Background: an optimization exercise with open tools, aiming at small area, a short achievable clock period and few clock cycles per item. Do not read the settings as production practice.
At most, simulation tests tie the RTL to the original design; equivalence was not proved.
Power figures rest on the tool's default switching activity, not on a simulated workload.

// frame_buffer_pool_manager_top
module frame_buffer_pool_manager_top
(
    input  wire logic        clk,
    input  wire logic        rst_n,
    input  wire logic        start,
    output logic             busy,
    input  wire logic [34:0] request,
    output logic             done,
    output logic [44:0]      result
);
For scale: about 750 cells after synthesis, about 170 flip-flops, about 7400 um^2 of cells after synthesis.
==> module fbpm_datapath, before the edit <==
module fbpm_datapath
(
    input  wire logic        clk,
    input  wire logic        rst_n,
    input  wire logic        v,
    input  wire logic        pn,
    input  wire logic        ps,
    input  wire logic        cs,
    input  wire logic        rt,
    input  wire logic        cl,
    input  wire logic        rp,
    input  wire logic [1:0]  idx,
    output logic             done,
    output logic [44:0]      result
);
    logic [1:0]  free_stack  [4];
    logic [3:0]  free_v;         
    logic [1:0]  flight_list [4];
    logic [3:0]  flight_v;       
    logic        ready_flag;
    logic [1:0]  ready_slot;
    logic        ready_zero;
    logic [31:0] paint_gen;
    logic [31:0] uploaded_gen;
    logic        gen_gt;
    logic        gens_zero;
    logic [2:0]  free_cnt;
    logic [2:0]  flight_cnt;
    logic        acc_q;
    logic [1:0]  idx_q;
    logic [31:0] gen_q;
    logic        repl_q;
    logic        reinit_q;
    logic        fresh_q;
    logic [1:0]  free_stack_n  [4];
    logic [1:0]  flight_list_n [4];
    logic        ready_flag_n;
    logic [1:0]  ready_slot_n;
    logic        ready_zero_n;
    logic [31:0] paint_gen_n;
    logic [31:0] uploaded_gen_n;
    logic        gen_gt_n;
    logic        gens_zero_n;
    logic [2:0]  free_cnt_n;
    logic [2:0]  flight_cnt_n;
    logic [31:0] paint_gen_inc;
    logic        acc_n;
    logic        gen_nz_n;
    logic        ready_hit;
    logic        idx_hit;
    logic [3:0]  fl_match;
    logic [3:0]  fl_kill;
    logic        grant_pop;
    logic        grant_paint;
    logic        grant_cons;
    logic        push_ready;
    logic        pop_shift;
    logic        ret_push;
    logic        ret_fl;
    logic        append;
    logic        gen_eq;
    assign free_v   = {free_cnt[2],
                       free_cnt[2] || (free_cnt[1] && free_cnt[0]),
                       free_cnt[2] || free_cnt[1],
                       free_cnt != 3'd0};
    assign flight_v = {flight_cnt[2],
                       flight_cnt[2] || (flight_cnt[1] && flight_cnt[0]),
                       flight_cnt[2] || flight_cnt[1],
                       flight_cnt != 3'd0};
    assign gen_eq        = (paint_gen == uploaded_gen);
    assign paint_gen_inc = paint_gen + 32'd1;
    always_comb
    begin
        ready_hit = 1'b0;
        idx_hit   = 1'b0;
        for (int i = 0; i < 4; i++)
        begin
            if ((i > 0) && free_v[i] && (free_stack[i] == ready_slot))
                ready_hit = 1'b1;
            if (free_v[i] && (free_stack[i] == idx))
                idx_hit = 1'b1;
            fl_match[i] = flight_v[i] && (flight_list[i] == idx);
        end
        fl_kill[0] = fl_match[0];
        for (int i = 1; i < 4; i++)
            fl_kill[i] = fl_kill[i-1] || fl_match[i];
    end
    assign grant_pop   = ps && free_v[0];
    assign grant_paint = ps && (free_v[0] || ready_flag);
    assign grant_cons  = cs && ready_flag && gen_gt;
    assign push_ready  = grant_pop && ready_flag && !ready_hit;
    assign pop_shift   = grant_pop && !push_ready;
    assign ret_push    = rt && !idx_hit && !free_v[3];
    assign ret_fl      = rt && fl_kill[3];
    assign append      = grant_cons && !flight_v[3];
    always_comb
    begin
        for (int i = 0; i < 4; i++)
            free_stack_n[i] = free_stack[i];
        free_cnt_n = free_cnt;
        if (pn)
        begin
            free_stack_n[0] = 2'd2;
            free_stack_n[1] = 2'd1;
            free_stack_n[2] = 2'd0;
            free_cnt_n      = 3'd3;
        end
        else if (rp)
        begin
            free_cnt_n = 3'd0;
        end
        else if (push_ready)
        begin
            free_stack_n[0] = ready_slot;
        end
        else if (pop_shift)
        begin
            for (int i = 0; i < 3; i++)
                free_stack_n[i] = free_stack[i+1];
            free_cnt_n = free_cnt - 3'd1;
        end
        else if (ret_push)
        begin
            for (int i = 1; i < 4; i++)
                free_stack_n[i] = free_stack[i-1];
            free_stack_n[0] = idx;
            free_cnt_n = free_cnt + 3'd1;
        end
        for (int i = 0; i < 4; i++)
            flight_list_n[i] = flight_list[i];
        flight_cnt_n = flight_cnt;
        if (pn || rp)
        begin
            flight_cnt_n = 3'd0;
        end
        else if (append)
        begin
            for (int i = 1; i < 4; i++)
                flight_list_n[i] = flight_list[i-1];
            flight_list_n[0] = ready_slot;
            flight_cnt_n = flight_cnt + 3'd1;
        end
        else if (ret_fl)
        begin
            for (int i = 0; i < 3; i++)
                if (fl_kill[i])
                    flight_list_n[i] = flight_list[i+1];
            flight_cnt_n = flight_cnt - 3'd1;
        end
        if (pn || grant_paint)
            ready_flag_n = 1'b1;
        else if (grant_cons || rp)
            ready_flag_n = 1'b0;
        else
            ready_flag_n = ready_flag;
        if (pn)
            ready_slot_n = 2'd3;
        else if (grant_pop)
            ready_slot_n = free_stack[0];
        else
            ready_slot_n = ready_slot;
        if (pn || grant_paint)
            ready_zero_n = 1'b0;
        else if (rt && (idx == ready_slot))
            ready_zero_n = 1'b1;
        else
            ready_zero_n = ready_zero;
        if (pn || (grant_paint && gens_zero))
            paint_gen_n = 32'd1;
        else if (grant_paint)
            paint_gen_n = paint_gen_inc;
        else
            paint_gen_n = paint_gen;
        if (pn || (grant_paint && gens_zero) || (grant_cons && ready_zero))
            uploaded_gen_n = 32'd0;
        else if (cl || grant_cons)
            uploaded_gen_n = paint_gen;
        else
            uploaded_gen_n = uploaded_gen;
        if (rp)
            gens_zero_n = 1'b1;
        else if (pn || grant_paint)
            gens_zero_n = 1'b0;
        else
            gens_zero_n = gens_zero;
        if (pn)
            gen_gt_n = 1'b1;
        else if (cl)
            gen_gt_n = 1'b0;
        else if (grant_cons)
            gen_gt_n = ready_zero;
        else if (grant_paint)
            gen_gt_n = gens_zero ||
                       ((paint_gen != 32'hffff_ffff) && (gen_gt || gen_eq));
        else
            gen_gt_n = gen_gt;
    end
    assign acc_n    = pn || grant_paint || grant_cons;
    assign gen_nz_n = pn || grant_paint || (grant_cons && !ready_zero);
    always_ff @(posedge clk or negedge rst_n)
    begin
        if (!rst_n)
        begin
            free_cnt   <= '0;
            flight_cnt <= '0;
            ready_flag <= 1'b0;
            gens_zero  <= 1'b1;
            done       <= 1'b0;
        end
        else
        begin
            free_cnt   <= free_cnt_n;
            flight_cnt <= flight_cnt_n;
            ready_flag <= ready_flag_n;
            gens_zero  <= gens_zero_n;
            done       <= v;
        end
    end
    always_ff @(posedge clk)
    begin
        for (int i = 0; i < 4; i++)
        begin
            free_stack[i]  <= free_stack_n[i];
            flight_list[i] <= flight_list_n[i];
        end
        ready_slot   <= ready_slot_n;
        ready_zero   <= ready_zero_n;
        paint_gen    <= paint_gen_n;
        uploaded_gen <= uploaded_gen_n;
        gen_gt       <= gen_gt_n;
        acc_q        <= acc_n;
        idx_q        <= ready_slot_n & {2{acc_n}};
        gen_q        <= paint_gen_n & {32{gen_nz_n}};
        repl_q       <= ps && ready_flag;
        reinit_q     <= pn;
        fresh_q      <= ready_flag_n && gen_gt_n;
    end
    assign result = {acc_q,
                     idx_q,
                     gen_q,
                     repl_q,
                     reinit_q,
                     free_cnt,
                     ready_flag,
                     flight_cnt,
                     fresh_q};
endmodule
Settings: LEC_CHECK=0, CAP_MARGIN=20, CORE_MARGIN=2, CORE_UTILIZATION=40, SETUP_SLACK_MARGIN=3.6, SLEW_MARGIN=20; clock period 6.0 ns.
standard.sh (not shown) runs the stock make flow with config.mk's settings and CLKGATE_MAP_FILE= SYNTH_SCRIPT=/design/flow/synth_recipe.tcl, a recipe that flattens the netlist after the stock synthesis.
==> flow/flow/run.sh <==
#!/bin/bash
# The standard layout, with these ORFS settings changed:
export BUFFER_PORTS_ARGS="-buffer_cell sky130_fd_sc_hd__buf_2"
export CTS_ARGS="-sink_clustering_enable -repair_clock_nets -dont_use_dummy_load -buf_list sky130_fd_sc_hd__clkbuf_8"
bash standard.sh > standard.log 2>&1
Next try:
--- a/flow/design.v
+++ b/flow/design.v
@@ -95,7 +95,7 @@
 );
     logic [1:0]  free_stack  [4];
-    logic [3:0]  free_v;         
+    logic [3:0]  free_v;
     logic [1:0]  flight_list [4];
-    logic [3:0]  flight_v;       
+    logic [3:0]  flight_v;
     logic        ready_flag;
     logic [1:0]  ready_slot;
@@ -105,6 +105,4 @@
     logic        gen_gt;
     logic        gens_zero;
-    logic [2:0]  free_cnt;
-    logic [2:0]  flight_cnt;
     logic        acc_q;
     logic [1:0]  idx_q;
@@ -114,5 +112,7 @@
     logic        fresh_q;
     logic [1:0]  free_stack_n  [4];
+    logic [3:0]  free_v_n;
     logic [1:0]  flight_list_n [4];
+    logic [3:0]  flight_v_n;
     logic        ready_flag_n;
     logic [1:0]  ready_slot_n;
@@ -122,6 +122,4 @@
     logic        gen_gt_n;
     logic        gens_zero_n;
-    logic [2:0]  free_cnt_n;
-    logic [2:0]  flight_cnt_n;
     logic [31:0] paint_gen_inc;
     logic        acc_n;
@@ -140,12 +138,4 @@
     logic        append;
     logic        gen_eq;
-    assign free_v   = {free_cnt[2],
-                       free_cnt[2] || (free_cnt[1] && free_cnt[0]),
-                       free_cnt[2] || free_cnt[1],
-                       free_cnt != 3'd0};
-    assign flight_v = {flight_cnt[2],
-                       flight_cnt[2] || (flight_cnt[1] && flight_cnt[0]),
-                       flight_cnt[2] || flight_cnt[1],
-                       flight_cnt != 3'd0};
     assign gen_eq        = (paint_gen == uploaded_gen);
     assign paint_gen_inc = paint_gen + 32'd1;
@@ -178,5 +168,5 @@
         for (int i = 0; i < 4; i++)
             free_stack_n[i] = free_stack[i];
-        free_cnt_n = free_cnt;
+        free_v_n = free_v;
         if (pn)
         begin
@@ -184,9 +174,9 @@
             free_stack_n[1] = 2'd1;
             free_stack_n[2] = 2'd0;
-            free_cnt_n      = 3'd3;
+            free_v_n        = 4'b0111;
         end
         else if (rp)
         begin
-            free_cnt_n = 3'd0;
+            free_v_n = 4'b0000;
         end
         else if (push_ready)
@@ -198,5 +188,5 @@
             for (int i = 0; i < 3; i++)
                 free_stack_n[i] = free_stack[i+1];
-            free_cnt_n = free_cnt - 3'd1;
+            free_v_n = {1'b0, free_v[3:1]};
         end
         else if (ret_push)
@@ -205,12 +195,12 @@
                 free_stack_n[i] = free_stack[i-1];
             free_stack_n[0] = idx;
-            free_cnt_n = free_cnt + 3'd1;
+            free_v_n = {free_v[2:0], 1'b1};
         end
         for (int i = 0; i < 4; i++)
             flight_list_n[i] = flight_list[i];
-        flight_cnt_n = flight_cnt;
+        flight_v_n = flight_v;
         if (pn || rp)
         begin
-            flight_cnt_n = 3'd0;
+            flight_v_n = 4'b0000;
         end
         else if (append)
@@ -219,5 +209,5 @@
                 flight_list_n[i] = flight_list[i-1];
             flight_list_n[0] = ready_slot;
-            flight_cnt_n = flight_cnt + 3'd1;
+            flight_v_n = {flight_v[2:0], 1'b1};
         end
         else if (ret_fl)
@@ -226,5 +216,5 @@
                 if (fl_kill[i])
                     flight_list_n[i] = flight_list[i+1];
-            flight_cnt_n = flight_cnt - 3'd1;
+            flight_v_n = {1'b0, flight_v[3:1]};
         end
         if (pn || grant_paint)
@@ -282,6 +272,6 @@
         if (!rst_n)
         begin
-            free_cnt   <= '0;
-            flight_cnt <= '0;
+            free_v     <= '0;
+            flight_v   <= '0;
             ready_flag <= 1'b0;
             gens_zero  <= 1'b1;
@@ -290,6 +280,6 @@
         else
         begin
-            free_cnt   <= free_cnt_n;
-            flight_cnt <= flight_cnt_n;
+            free_v     <= free_v_n;
+            flight_v   <= flight_v_n;
             ready_flag <= ready_flag_n;
             gens_zero  <= gens_zero_n;
@@ -321,7 +311,9 @@
                      repl_q,
                      reinit_q,
-                     free_cnt,
+                     free_v[3], free_v[1] && !free_v[3],
+                     (free_v[0] && !free_v[1]) || (free_v[2] && !free_v[3]),
                      ready_flag,
-                     flight_cnt,
+                     flight_v[3], flight_v[1] && !flight_v[3],
+                     (flight_v[0] && !flight_v[1]) || (flight_v[2] && !flight_v[3]),
                      fresh_q};
 endmodule
The new run finished with timing, DRC and antenna clean; count of clock-buffer cells in the layout stays the same; global-route usage is lower by 0.97 points; design area drops by 1.2%; setup slack gets worse by 66 ps; worst hold slack improves by 26 ps; sequential power barely changes; wire length is lower by 5.7%; area after synthesis decreases by 2.3%; non-clock buffer count is higher by 8.
Testbench counts after the change, summed over its fixed seeds: cycles 9,616, items 9,600.
For the first run of this note, only the layout was checked, not whether the RTL still works.

## afterwards: timing with drivers on the ports
The results above use ideal ports. As a check the final layouts listed here were re-extracted and re-timed, cells and wires unchanged.
Step 1 (the two cells are an assumption about what drives the block):
set clk [get_ports {clk}]
set_driving_cell -lib_cell sky130_fd_sc_hd__clkbuf_16 $clk
set_driving_cell -lib_cell sky130_fd_sc_hd__buf_2 [delete_from_list [all_inputs] $clk]
Step 2 also shifts input and output timing later by t, the mid clock arrival at the registers, as if the neighbouring blocks saw the same clock.
Three values: ideal, step 1, step 2; two values: the first two.
run | t, ns | setup WS [ns] | worst setup path at the end | slew at the worst register clock pin (ns)
the first run | 0.488 | 3.635 / 3.632 / 3.431 | input to register | 0.09 / 0.09
the second run | 0.483 | 3.570 / 3.532 / 3.431 | input to register | 0.11 / 0.11
After both steps setup and hold are still met in every run listed. The setup slack of the first run, which loses most, moves by -0.003 ns with the drivers and by -0.204 ns with both steps.
